From an optimization exercise on the open Yosys and OpenROAD flow, aimed at a short achievable clock period and few clock cycles per item; shortcuts taken in it are not production practice.
In this exercise RTL edits were held to simulation tests only and were not proved equivalent to the original.
Power is estimated from default activity; no workload was simulated.

--- flow/run.sh ---
#!/bin/bash
# synth_recipe.tcl (not shown) runs the flow's synth.tcl, then flattens the netlist and writes it again
# the make line also repeats each setting of config.mk as NAME=value (left out here)
make -C /OpenROAD-flow-scripts/flow DESIGN_CONFIG=/design/flow/config.mk WORK_HOME=/design/flow/orfs CLKGATE_MAP_FILE= SYNTH_SCRIPT=/design/flow/synth_recipe.tcl finish
--- flow/config.mk ---
export PLATFORM = sky130hd
export DESIGN_NAME = lru_recency_table_unit
export DESIGN_NICKNAME = lru_recency_table_unit
export VERILOG_FILES = /design/flow/design.v
export SDC_FILE = /design/flow/constraint.sdc
export NUM_CORES = 4
export LEC_CHECK = 0
export CAP_MARGIN = 20
export CORE_MARGIN = 2
export CORE_UTILIZATION = 40
export SLEW_MARGIN = 20
--- flow/constraint.sdc ---
create_clock -name core_clock -period 6.5 [get_ports {clk_i}]
set_input_delay 1.3000 -clock core_clock [delete_from_list [all_inputs] [get_ports {clk_i}]]
set_output_delay 1.3000 -clock core_clock [all_outputs]
set_load 0.01 [all_outputs]
--- flow/design.v ---
`timescale 1ns / 1ps
`default_nettype none
package lrt_pkg;
  localparam int unsigned KIND_W = 2;
  localparam int unsigned KEY_W  = 32;
  localparam int unsigned SLOT_W = 4;
  localparam logic [KIND_W-1:0] KIND_INSERT = 2'd0;
  localparam logic [KIND_W-1:0] KIND_FIND   = 2'd1;
  localparam logic [KIND_W-1:0] KIND_REMOVE = 2'd2;
  localparam logic [KIND_W-1:0] KIND_NOP    = 2'd3;
  localparam int unsigned QDEPTH = 5;
endpackage
`default_nettype wire
`timescale 1ns / 1ps
`default_nettype none
module lrt_cell #(
  parameter int unsigned KW = 32
) (
  input  wire logic          clk_i,
  input  wire logic          we_i,
  input  wire logic [KW-1:0] wkey_i,
  input  wire logic          used_i,
  input  wire logic [KW-1:0] cmp_key_i,
  output logic [KW-1:0]      key_o,
  output logic               match_o
);
  logic [KW-1:0] key_q;
  always_ff @(posedge clk_i) begin
    if (we_i) begin
      key_q <= wkey_i;
    end
  end
  assign key_o   = key_q;
  assign match_o = used_i && (key_q == cmp_key_i);
endmodule
`default_nettype wire
`timescale 1ns / 1ps
`default_nettype none
module lru_recency_table_unit #(
  parameter int unsigned ENTRIES  = 16,
  parameter int unsigned KEY_BITS = 32
) (
  input  wire logic                       clk_i,
  input  wire logic                       rst_ni,
  input  wire logic                       in_valid_i,
  output logic                            in_ready_o,
  input  wire logic [lrt_pkg::KIND_W-1:0] kind_i,
  input  wire logic [lrt_pkg::KEY_W-1:0]  key_i,
  output logic                            out_valid_o,
  input  wire logic                       out_ready_i,
  output logic                            hit_o,
  output logic [lrt_pkg::SLOT_W-1:0]      slot_o,
  output logic                            released_o,
  output logic [lrt_pkg::KEY_W-1:0]       released_key_o
);
  localparam int unsigned N  = ENTRIES;
  localparam int unsigned IW = $clog2(ENTRIES);
  localparam int unsigned KW = lrt_pkg::KEY_W;
  localparam int unsigned NP = N * (N - 1) / 2;
  localparam int unsigned D  = lrt_pkg::QDEPTH;
  localparam int unsigned CW = $clog2(D + 1);
  localparam int unsigned RW = 1 + lrt_pkg::SLOT_W + 1 + KW;
  function automatic integer pidx(input integer i, input integer j);
    pidx = i * N - (i * (i + 1)) / 2 + (j - i - 1);
  endfunction
  logic [N-1:0]  used_q, used_d;
  logic [NP-1:0] age_q, age_d;        
  logic [N-1:0][N-1:0] mr;            
  logic [KW-1:0] cell_key [N];
  logic [N-1:0]  cell_match;
  logic [N-1:0]  key_we;
  logic [CW-1:0] cnt_q, cnt_d;
  logic          in_ready_q;
  logic          in_xfer;
  logic          pop;
  logic                       va_q;
  logic [lrt_pkg::KIND_W-1:0] kind_a_q;
  logic [KW-1:0]              key_a_q;
  logic          vb_q, act_b_q, ins_b_q, find_b_q, rem_b_q, eq_b_q;
  logic [KW-1:0] key_b_q;
  logic [N-1:0]  mb_q;
  logic          fwd_ins_q, fwd_rem_q;
  logic [N-1:0]  last_t_q;
  logic          vc_q;
  logic [RW-1:0] res_c_q;
  logic [RW-1:0] q_q  [D];
  logic [D-1:0]  qv_q;
  assign in_ready_o = in_ready_q;
  assign in_xfer    = in_valid_i && in_ready_q;
  assign pop        = qv_q[0] && out_ready_i;
  always_comb begin
    cnt_d = cnt_q;
    if (in_xfer && !pop) begin
      cnt_d = cnt_q + CW'(1);
    end else if (!in_xfer && pop) begin
      cnt_d = cnt_q - CW'(1);
    end
  end
  always_ff @(posedge clk_i or negedge rst_ni) begin
    if (!rst_ni) begin
      cnt_q      <= '0;
      in_ready_q <= 1'b1;
    end else begin
      cnt_q      <= cnt_d;
      in_ready_q <= (cnt_d < CW'(D));
    end
  end
  always_ff @(posedge clk_i or negedge rst_ni) begin
    if (!rst_ni) begin
      va_q <= 1'b0;
    end else begin
      va_q <= in_xfer;
    end
  end
  always_ff @(posedge clk_i) begin
    kind_a_q <= kind_i;
    key_a_q  <= key_i;
  end
  for (genvar s = 0; s < N; s++) begin : g_slot
    lrt_cell #(
      .KW (KW)
    ) u_cell (
      .clk_i     (clk_i),
      .we_i      (key_we[s]),
      .wkey_i    (key_b_q),
      .used_i    (used_q[s]),
      .cmp_key_i (key_a_q),
      .key_o     (cell_key[s]),
      .match_o   (cell_match[s])
    );
  end
  logic act_a;
  assign act_a = va_q && (kind_a_q != lrt_pkg::KIND_NOP);
  always_ff @(posedge clk_i or negedge rst_ni) begin
    if (!rst_ni) begin
      vb_q     <= 1'b0;
      act_b_q  <= 1'b0;
      ins_b_q  <= 1'b0;
      find_b_q <= 1'b0;
      rem_b_q  <= 1'b0;
    end else begin
      vb_q     <= va_q;
      act_b_q  <= act_a;
      ins_b_q  <= va_q && (kind_a_q == lrt_pkg::KIND_INSERT);
      find_b_q <= va_q && (kind_a_q == lrt_pkg::KIND_FIND);
      rem_b_q  <= va_q && (kind_a_q == lrt_pkg::KIND_REMOVE);
    end
  end
  always_ff @(posedge clk_i) begin
    key_b_q <= key_a_q;
    eq_b_q  <= (key_a_q == key_b_q);
    mb_q    <= cell_match & {N{act_a}};
  end
  always_comb begin
    for (int i = 0; i < N; i++) begin
      for (int j = 0; j < N; j++) begin
        if (i < j) begin
          mr[i][j] = age_q[pidx(i, j)];
        end else if (i > j) begin
          mr[i][j] = !age_q[pidx(j, i)];
        end else begin
          mr[i][j] = 1'b0;
        end
      end
    end
  end
  logic          full;
  logic [N-1:0]  vict;
  logic [N-1:0]  m;
  logic          hit;
  logic          ins_miss;
  logic [N-1:0]  t;
  assign full = &used_q;
  logic [N-1:0] vfr, vol;
  always_comb begin
    for (int v = 0; v < N; v++) begin
      vfr[v] = !used_q[v];
      vol[v] = full;
      for (int j = 0; j < N; j++) begin
        if (j != v) begin
          vfr[v] = vfr[v] & (used_q[j] | mr[v][j]);
          vol[v] = vol[v] & mr[j][v];
        end
      end
    end
  end
  assign vict = vfr | vol;
  always_comb begin
    if (fwd_ins_q) begin
      m = eq_b_q ? last_t_q : (mb_q & ~last_t_q);
    end else if (fwd_rem_q) begin
      m = eq_b_q ? '0 : mb_q;
    end else begin
      m = mb_q;
    end
    m = m & {N{act_b_q}};
  end
  assign hit      = |m;
  assign ins_miss = ins_b_q && !hit;
  assign t        = m | (vict & {N{ins_miss}});
  assign key_we   = vict & {N{ins_miss}};
  always_comb begin
    for (int i = 0; i < N; i++) begin
      for (int j = i + 1; j < N; j++) begin
        if (t[i]) begin
          age_d[pidx(i, j)] = !rem_b_q || !used_q[j];
        end else if (t[j]) begin
          age_d[pidx(i, j)] = rem_b_q && used_q[i];
        end else begin
          age_d[pidx(i, j)] = age_q[pidx(i, j)];
        end
      end
    end
    for (int s = 0; s < N; s++) begin
      used_d[s] = t[s] ? !rem_b_q : used_q[s];
    end
  end
  always_ff @(posedge clk_i or negedge rst_ni) begin
    if (!rst_ni) begin
      used_q    <= '0;
      age_q     <= '1;
      fwd_ins_q <= 1'b0;
      fwd_rem_q <= 1'b0;
    end else begin
      used_q    <= used_d;
      age_q     <= age_d;
      fwd_ins_q <= ins_b_q;
      fwd_rem_q <= rem_b_q;
    end
  end
  always_ff @(posedge clk_i) begin
    last_t_q <= t;
  end
  logic [IW-1:0] slot_b;
  logic [KW-1:0] vkey;
  logic          evict;
  logic          rel_b;
  logic [KW-1:0] rkey_b;
  always_comb begin
    slot_b = '0;
    vkey   = '0;
    for (int s = 0; s < N; s++) begin
      slot_b = slot_b | (IW'(s) & {IW{t[s]}});
      vkey   = vkey | (cell_key[s] & {KW{vict[s]}});
    end
  end
  assign evict  = ins_miss && full;
  assign rel_b  = evict || (rem_b_q && hit);
  assign rkey_b = evict ? vkey : ((rem_b_q && hit) ? key_b_q : '0);
  always_ff @(posedge clk_i or negedge rst_ni) begin
    if (!rst_ni) begin
      vc_q <= 1'b0;
    end else begin
      vc_q <= vb_q;
    end
  end
  always_ff @(posedge clk_i) begin
    res_c_q <= {hit, lrt_pkg::SLOT_W'(slot_b), rel_b, rkey_b};
  end
  logic [RW-1:0] q_d  [D];
  logic [D-1:0]  qv_d;
  logic placed;
  always_comb begin
    for (int i = 0; i < D; i++) begin
      q_d[i] = q_q[i];
    end
    qv_d = qv_q;
    if (pop) begin
      for (int i = 0; i < D - 1; i++) begin
        q_d[i]  = q_q[i+1];
        qv_d[i] = qv_q[i+1];
      end
      qv_d[D-1] = 1'b0;
    end
    placed = 1'b0;
    for (int i = 0; i < D; i++) begin
      if (vc_q && !placed && !qv_d[i]) begin
        q_d[i]  = res_c_q;
        qv_d[i] = 1'b1;
        placed  = 1'b1;
      end
    end
  end
  always_ff @(posedge clk_i or negedge rst_ni) begin
    if (!rst_ni) begin
      qv_q <= '0;
    end else begin
      qv_q <= qv_d;
    end
  end
  always_ff @(posedge clk_i) begin
    for (int i = 0; i < D; i++) begin
      q_q[i] <= q_d[i];
    end
  end
  assign out_valid_o = qv_q[0];
  assign {hit_o, slot_o, released_o, released_key_o} = q_q[0];
endmodule
`default_nettype wire
==> summary.txt, run 1 <==
status=complete, no violations; post-synthesis sequential area ratio=58.84%; Worst R2R Setup Slack=1.72 ns; post-DR vias/cell=6.631; Max VDD drop=227.0 uV; Setup violations, final=0; routed wire length=219200 um; cts bufs inserted=110; Adder-Cell Fraction of Synth Area=0.05296%; setup slack at placement=1.731 ns; routed len/inst=41.01 um; relative max-transition margin=9.202%; mapped cell area=0.04725 mm^2; vias in the first global route=33499; Setup crit end kind=flop; Synthesis Warnings=7; Comb power frac=16.9%; I/O pins=78; Worst Hold Endpoint=vc_q$_DFF_PN0_; Post-Synth XOR/XNOR Area=10.01%; Finished Cell Area=0.05448 mm^2; Pint=12.21 mW; DRC errors left=0; HPWL after DPL=150500 um; Layout Skew=0.09027 ns; fin crit period=4.778 ns; buffers and inverters on the worst path=2; worst flop-to-flop path endpoint=g_slot[4].u_cell.key_q[1]$_DFFE_PP_; leakage power=20.12 nW; crit path kind=reg2reg; crit-path max FO=32; Final period util=73.50%; Cell Pwr Density=314.5 mW/mm^2; fmax=209.3 MHz; Clk pwr share=38.4%; slowest CP cell=a21oi_4; worst r2r path cells=8; largest net degree at the start of global routing=61; Mapped Cells=3615; post-route insts no fill=5344; ys flop type=edfxtp_1; Worst Tran Pin Value=1.359 ns; main combinational cell family by area after synthesis=compound AO/OA/AOI/OAI gates; post-synthesis mux area share=8.728%; Tot Pwr=17.14 mW; Area growth syn-to-layout=15.31%; final hold violations=0; first-pass GRT wire length=295400 um; TNS Setup=0 ns; 1st-pass router iterations=8; CTS root buffer=clkbuf_16; most used cell, CP=buf_4; slowest cell delay on critical path=1.00 ns; Crit path arrival time=5.17 ns; Die ar.=0.1209 mm^2; max cap viols=0; CTS tree=yes; final setup margin=1.722 ns; Switching Power=4.928 mW; Post-synth ARST share=15.42%; postcts setup bufs=0; Vias=35437; Core Area=0.1176 mm^2; CP Cell Sequence=nor2b_2 > a311oi_1 > nand4_1 > nor4_4 > buf_4 > nand2_2 > a21oi_4 > buf_4; Final Wtd Congestion=1.133; delay-heaviest family, CP=compound AO/OA/AOI/OAI gates; sequential power share=44.7%; Distinct cells, synth=62; layout cells sized above 1=18.48%; CP required=6.90 ns; hold path depth=0; Worst Hold Class=reg2reg; Synth Area in Compound Gates=11.49%; fin. max-slew vios=0; Port Buffers=77; initial antenna violation count=25; RSZ-0062 raised after global routing=no; Placed Cells=5124; Post-Synth Simple-Gate Area=8.045%; Iter 0 DRT Violations=6149; Total Routing Usage GR=35.61%; Initial Util=40.18%; Rows=126; Reg clk slew, reported paths=0.06 ns; RR Startpoint=act_b_q$_DFF_PN0_; post_cts resized=0; Avg Cell Area, Syn=13.07 um^2; grt total ovfl=0; Num Clock Sinks=992; syn nets=3655; EDFF count, synth=702; Switching Fraction=28.76%; CTS Hold Buffers Added=0; antenna-violating nets left=0; clock latency on the worst-skew pair=0.76 ns; register bit total from synthesis=992; Die Ht=347.7 um; width of the chip=347.7 um; critical path launch point type=flop; Bufs on Longest Clock Path=3; Hold Path Origin=vb_q$_DFF_PN0_; DP Area=0.05062 mm^2; H-tree depth=3; Layout Nets=3741
logic make-up (layout without fill, tap and decap cells):
group           count (synthesis)  after routing
fa+ha+maj                       2              2
compound gates                705            705
other cells                     0              9
mux                           393            393
flops                         992            992
buf+inv                       334            518
simple gates                  649            649
xor+xnor                      540            540
worst max path at each step:
stage	from	to	slack [ns]	cells after the start
3_5_place_dp	act_b_q$_DFF_PN0_	g_slot[4].u_cell.key_q[2]$_DFFE_PP_	1.73	8
4_1_cts	act_b_q$_DFF_PN0_	g_slot[4].u_cell.key_q[1]$_DFFE_PP_	1.71	8
5_1_grt	act_b_q$_DFF_PN0_	g_slot[4].u_cell.key_q[1]$_DFFE_PP_	1.59	8
3_3_place_gp	act_b_q$_DFF_PN0_	g_slot[4].u_cell.key_q[29]$_DFFE_PP_	1.75	8
6_report	act_b_q$_DFF_PN0_	g_slot[4].u_cell.key_q[1]$_DFFE_PP_	1.72	8
2_1_floorplan	out_ready_i	q_q[3][0]$_DFFE_PP_	1.54	4
metal layers:
layer	GRT usage [%]	part of all wire, %
met5	0	0.058
met4	21.70	7.3
met3	13.50	14
met2	49.26	40
met1	46.93	38
per-stage QoR:
step | utilization (%) | hold WS (ns)
2_1_floorplan | - | 0.3290
3_3_place_gp | 42.94 | 0.3358
3_5_place_dp | 43.04 | 0.3347
4_1_cts | 46.28 | 0.3483
5_1_grt | 46.31 | 0.3482
6_report | 46.33 | 0.3481
power by group through the flow:
stage	Sequential (mW)	Combinational (mW)	Clock, mW
finish	7.67	2.90	6.57
global placement	7.78	2.78	0
floorplan	7.76	1.40	0
detailed placement	7.79	2.79	0
global route	7.70	2.98	6.87
CTS	7.66	2.80	6.62
synthesized netlist by cell type, types with 14 or more instances:
master,count,area [um^2]
edfxtp_1,702,21080
a21boi_0,381,2860
xor2_1,290,2540
xnor2_1,250,2190
mux2i_1,241,2412
clkbuf_1,237,889.6
nand4_1,169,1057
a2111oi_0,161,1410
mux2_2,152,1712
dfxtp_1,137,2743
dfstp_2,121,3179
nor4_1,104,650.6
nor2_1,81,304.0
nor2b_1,77,481.7
nand2_1,75,281.5
inv_1,50,187.7
o22ai_1,36,225.2
nor3_1,35,175.2
a22o_1,32,280.3
dfrtp_1,32,800.8
buf_2,27,135.1
and4_1,22,192.7
and2_1,20,125.1
a21oi_1,18,90.09
o21ai_0,17,85.08
nor4bb_1,16,160.2
a311oi_1,15,131.4
a31oi_1,14,87.58
cells in the final DEF (no fill, tap or decap), drive strengths merged, types with 18 or more instances in the layout:
cell,Yosys,final
a2111oi,161,161
a21boi,382,382
a21oi,18,18
a22o,32,32
and2,20,20
and4,22,22
buf,46,180
clkbuf,237,147
clkdlybuf4s50,0,76
clkinv,0,43
dfrtp,32,32
dfstp,121,121
dfxtp,137,137
edfxtp,702,702
inv,51,55
mux2,152,152
mux2i,241,241
nand2,77,77
nand4,169,169
nor2,82,82
nor2b,77,77
nor3,35,35
nor4,106,106
o21ai,22,22
o22ai,36,36
xnor2,250,250
xor2,290,290
layout make-up:
| class | instances | area [um^2] |
|---|---|---|
| clock buffers | 146 | 3092 |
| clock inverters | 64 | 716.9 |
| flip-flops and latches | 992 | 27810 |
| repair buffers | 257 | 2221 |
| multi-input cells | 2289 | 18510 |
| inverters | 51 | 191.4 |
| fillers | 10540 | 63130 |
| well taps | 1536 | 1922 |
| diodes | 9 | 22.52 |
flip-flops by register name, indices dropped and copies added, names as in the netlist:
| name | flops |
|---|---|
| act_b_q | 1 |
| age_q | 120 |
| cnt_q | 3 |
| eq_b_q | 1 |
| fwd_ins_q | 1 |
| fwd_rem_q | 1 |
| g_slot.u_cell.key_q | 512 |
| in_ready_q | 1 |
| ins_b_q | 1 |
| key_a_q | 32 |
| key_b_q | 32 |
| kind_a_q | 2 |
| last_t_q | 16 |
| mb_q | 16 |
| q_q | 190 |
| qv_q | 5 |
| rem_b_q | 1 |
| res_c_q | 38 |
| used_q | 16 |
| va_q | 1 |
| vb_q | 1 |
| vc_q | 1 |
Testbench counts, summed over its fixed seeds: cycles 12,040, items 12,000.
==> run 2, diff against run 1 <==
--- a/flow/design.v
+++ b/flow/design.v
@@ -83,2 +83,6 @@
   logic [N-1:0]  last_t_q;
+  logic          pw_v_q;
+  logic [N-1:0]  pw_slot_q;
+  logic [KW-1:0] pw_key_q;
+  logic          pw_eq;
   logic          vc_q;
@@ -124,3 +128,3 @@
       .we_i      (key_we[s]),
-      .wkey_i    (key_b_q),
+      .wkey_i    (pw_key_q),
       .used_i    (used_q[s]),
@@ -133,2 +137,3 @@
   assign act_a = va_q && (kind_a_q != lrt_pkg::KIND_NOP);
+  assign pw_eq = pw_v_q && (key_a_q == pw_key_q);
   always_ff @(posedge clk_i or negedge rst_ni) begin
@@ -151,3 +156,3 @@
     eq_b_q  <= (key_a_q == key_b_q);
-    mb_q    <= cell_match & {N{act_a}};
+    mb_q    <= ((cell_match & ~key_we) | (key_we & {N{pw_eq}})) & {N{act_a}};
   end
@@ -200,3 +205,3 @@
   assign t        = m | (vict & {N{ins_miss}});
-  assign key_we   = vict & {N{ins_miss}};
+  assign key_we   = pw_slot_q & {N{pw_v_q}};
   always_comb begin
@@ -223,3 +228,5 @@
       fwd_rem_q <= 1'b0;
+      pw_v_q    <= 1'b0;
     end else begin
+      pw_v_q    <= ins_miss;
       used_q    <= used_d;
@@ -232,2 +239,4 @@
     last_t_q <= t;
+    pw_slot_q <= vict;
+    pw_key_q  <= key_b_q;
   end
--- a/flow/config.mk
+++ b/flow/config.mk
@@ -7,2 +7,3 @@
 export LEC_CHECK = 0
+export ABC_CLOCK_PERIOD_IN_PS = 2500
 export CAP_MARGIN = 20
@@ -10,2 +11,4 @@
 export CORE_UTILIZATION = 40
+export SETUP_SLACK_MARGIN = 4.0
 export SLEW_MARGIN = 20
+export TNS_END_PERCENT = 100
==> run 2 against run 1 <==
  * Worst setup slack gained 1.6 ns
  * Utilization grew 5.4 points
  * Fmax grew 51%
  * Critical path depth rose by 2
  * Clock skew up 0.024 ns
  * Final cell count grew 10%
  * Register-to-register slack improved by 1.6 ns
  * Critical endpoint is now res_c_q[25]$_DFF_P_
==> summary.txt, run 2 <==
status=complete, no violations; cts bufs inserted=113; RR Startpoint=used_q[5]$_DFFE_PN0P_; Layout Skew=0.1145 ns; Yosys top cell by area=edfxtp_1; Die Ht=353.0 um; most frequent standard cell in the layout excluding fill and tap cells=edfxtp_1; fin crit period=3.173 ns; Crit path depth=10; HPWL after DPL=156000 um; FF/Latch Area=0.02888 mm^2; Die ar.=0.1246 mm^2; register bit total from synthesis=1041; slowest cell delay on critical path=0.78 ns; Vias=38946; largest registers=g_slot.u_cell.key_q: 512 flops, q_q: 190 flops, age_q: 120 flops; Num Clock Sinks=1041; Mapped Cells=3752; initial antenna violation count=24; width of the chip=353.0 um; most frequent cells in the layout=702 x edfxtp_1, 347 x xor2_1, 343 x a21boi_0; Post-synth ARST share=14.79%; Final Wtd Congestion=1.070; Synthesis Warnings=7; Setup violations, final=0; routed wire length=248300 um; mapped cell area=0.04871 mm^2; fmax=315.1 MHz; leakage power=23.18 nW; Cell Pwr Density=286.3 mW/mm^2; vias in the first global route=36928; buffers and inverters on the worst path=3; Avg Cell Area, Syn=12.98 um^2; Setup crit end kind=flop; Max VDD drop=255.7 uV; CTS Hold Buffers Added=0; Initial Util=40.18%; Area growth syn-to-layout=28.73%; RSZ-0062 raised after global routing=yes; CTS tree=yes; post-DR vias/cell=6.627; relative max-transition margin=19.14%; crit path kind=reg2reg; Commonest cells post-synth=702 x edfxtp_1, 378 x a21boi_0, 358 x xor2_1, 215 x xnor2_1, 203 x clkbuf_1; H-tree depth=3; final hold violations=0; Rows=128; area of the multi-input gates=0.02123 mm^2; largest net degree at the start of global routing=72; worst r2r path cells=10; Reg clk slew, reported paths=0.07 ns; 1st-pass router iterations=6; I/O pins=78; syn nets=3792; antenna-violating nets left=0; CTS root buffer=clkbuf_16; slowest CP cell=a2111oi_0; TNS Setup=0 ns; Iter 0 DRT Violations=6752; routed len/inst=42.25 um; max FFs per register=512; CP required=7.18 ns; post-synthesis mux area share=7.439%; delay-heaviest family, CP=compound AO/OA/AOI/OAI gates; grt total ovfl=0; Port Buffers=77; first-pass GRT wire length=331200 um; DRC errors left=0; Core Area=0.1212 mm^2; top-area cell type share of the netlist area=43.28%; Worst Hold Class=reg2reg; Placed Cells=5319; fin. max-slew vios=0; post-synthesis sequential area ratio=59.10%; layout cells sized above 1=32.18%; Setup crit end=res_c_q[25]$_DFF_P_; Worst Tran Pin Value=1.202 ns; Area contributors post-synth=edfxtp_1 43%, dfxtp_1 7.6%, dfstp_2 6.5%, xor2_1 6.4%, a21boi_0 5.8%; max cap viols=0; clock latency on the worst-skew pair=0.81 ns; crit-path max FO=15; worst flop-to-flop path endpoint=res_c_q[25]$_DFF_P_; critical path launch point type=flop; Synth Area in Compound Gates=11.81%; Bufs on Longest Clock Path=3; Total Routing Usage GR=38.85%; main combinational cell family by area after synthesis=compound AO/OA/AOI/OAI gates; ys flop type=edfxtp_1; Distinct cells, synth=61; Post-Synth Simple-Gate Area=8.474%; Crit path arrival time=3.85 ns; Layout Nets=4181; post-route insts no fill=5877; Largest Register=g_slot.u_cell.key_q; Adder-Cell Fraction of Synth Area=0.05137%; EDFF count, synth=702; Post-Synth XOR/XNOR Area=10.30%; Worst R2R Setup Slack=3.33 ns; Final period util=48.82%; CP Cell Sequence=buf_12 > buf_4 > nor2b_1 > a2111oi_2 > nand4_1 > buf_4 > nand2_8 > a2111oi_0 > nand4_1 > a22o_1; most common cell in the netlist=edfxtp_1; # fillers=10332; CP startpoint=used_q[5]$_DFFE_PN0P_
==> run 2: changes by cell type after synthesis, sizes merged, moves of 25 or more <==
cell and delta:
xor2 +68, mux2i -50, dfxtp +48, xnor2 -35, clkbuf -32, a21oi +30
a22oi +29, buf +25
==> run 2: worst min-delay path by stage <==
stage          cells after the start                  to               start  slack (ns)
3_5_place_dp                       0      vc_q$_DFF_PN0_      vb_q$_DFF_PN0_        0.34
3_3_place_gp                       0      vc_q$_DFF_PN0_      vb_q$_DFF_PN0_        0.34
5_1_grt                            0      vc_q$_DFF_PN0_      vb_q$_DFF_PN0_        0.36
4_1_cts                            0      vc_q$_DFF_PN0_      vb_q$_DFF_PN0_        0.35
2_1_floorplan                      0  key_b_q[0]$_DFF_P_  key_a_q[0]$_DFF_P_        0.33
6_report                           0      vc_q$_DFF_PN0_      vb_q$_DFF_PN0_        0.35
==> run 2: kinds of logic (layout without fill, tap and decap cells) <==
| family | after synthesis | in the layout |
|---|---|---|
| AND/OR/NAND/NOR | 706 | 717 |
| other | 0 | 10 |
| XOR/XNOR | 573 | 573 |
| flip-flops | 1041 | 1041 |
| buffers and inverters | 328 | 802 |
| multiplexers | 343 | 343 |
| AO/OA/AOI/OAI | 759 | 764 |
| adder cells (fa/ha/maj) | 2 | 2 |
==> run 2: final cells by class <==
cell class,count,share of cell area [%]
flip-flops and latches,1041,46.05
repair buffers,535,10.25
inverters,47,0.3991
repair inverters,4,0.1197
diodes,10,0.03991
well taps,1625,3.243
clock inverters,48,0.8501
multi-input cells,2399,33.85
clock buffers,168,5.192
==> run 2: layer usage <==
layer / global-route usage, % / share of wire, %
met5: 0.8302 / 0.14
met4: 23.79 / 7.7
met3: 14.05 / 14
met2: 54.18 / 40
met1: 51.20 / 38
==> run 2: power breakdown <==
group	internal (mW)	total, mW	switching [mW]
Clock	3.69	6.61	2.91
Combinational	1.25	3.36	2.10
Sequential	7.72	7.98	0.266
Total	12.7	17.9	5.28
==> run 2: repair_timing <==
item	in CTS	in global routing
cloned	44	4
setup buffers	248	35
pin swaps	161	101
resized for setup	888	153
endpoints found under the setup margin	555	399
==> run 2: metrics by stage <==
step           power, mW  hold slack [ns]  util [%]  instance area, um^2  setup WS (ns)
2_1_floorplan      9.578           0.3290         -                49410          3.592
3_3_place_gp       10.85           0.3357     42.80                51890          1.923
3_5_place_dp       10.86           0.3379     42.85                51950          1.862
4_1_cts            17.80           0.3507     50.80                61590          3.512
5_1_grt            18.38           0.3561     51.70                62680          3.261
6_report           17.95           0.3495     51.72                62700          3.327
Testbench counts of run 2, summed over its fixed seeds: cycles 12,040, items 12,000.

static timing again, ports no longer ideal:
No port has a modelled driver above. Below, the same layouts with a new extraction and two added sets of constraints. Step 1 (the two cells are an assumption about what drives the block):
set clk [get_ports {clk_i}]
set_driving_cell -lib_cell sky130_fd_sc_hd__clkbuf_16 $clk
set_driving_cell -lib_cell sky130_fd_sc_hd__buf_2 [delete_from_list [all_inputs] $clk]
Step 2 adds t to the input delays and takes it off the output delays; t is the mean of the earliest and latest rising clock arrival at the registers after step 1. Input paths then give back, and output paths get back, about the clock's delay inside the block. a / b / c = no drivers / after step 1 / after step 2; a / b = the first two.
run | shift t [ns] | slack for setup (ns) | worst hold slack (ns) | worst setup path after step 2
run 1 | 0.792 | 1.722 / 1.722 / 1.722 | 0.348 / 0.348 / 0.348 | register to register
run 2 | 0.832 | 3.327 / 3.327 / 3.319 | 0.349 / 0.349 / 0.349 | input to register
After both steps setup and hold are still met in every run listed. For run 2, which loses most, drivers alone change the setup slack by 0.000 ns; drivers and shift together by -0.008 ns.
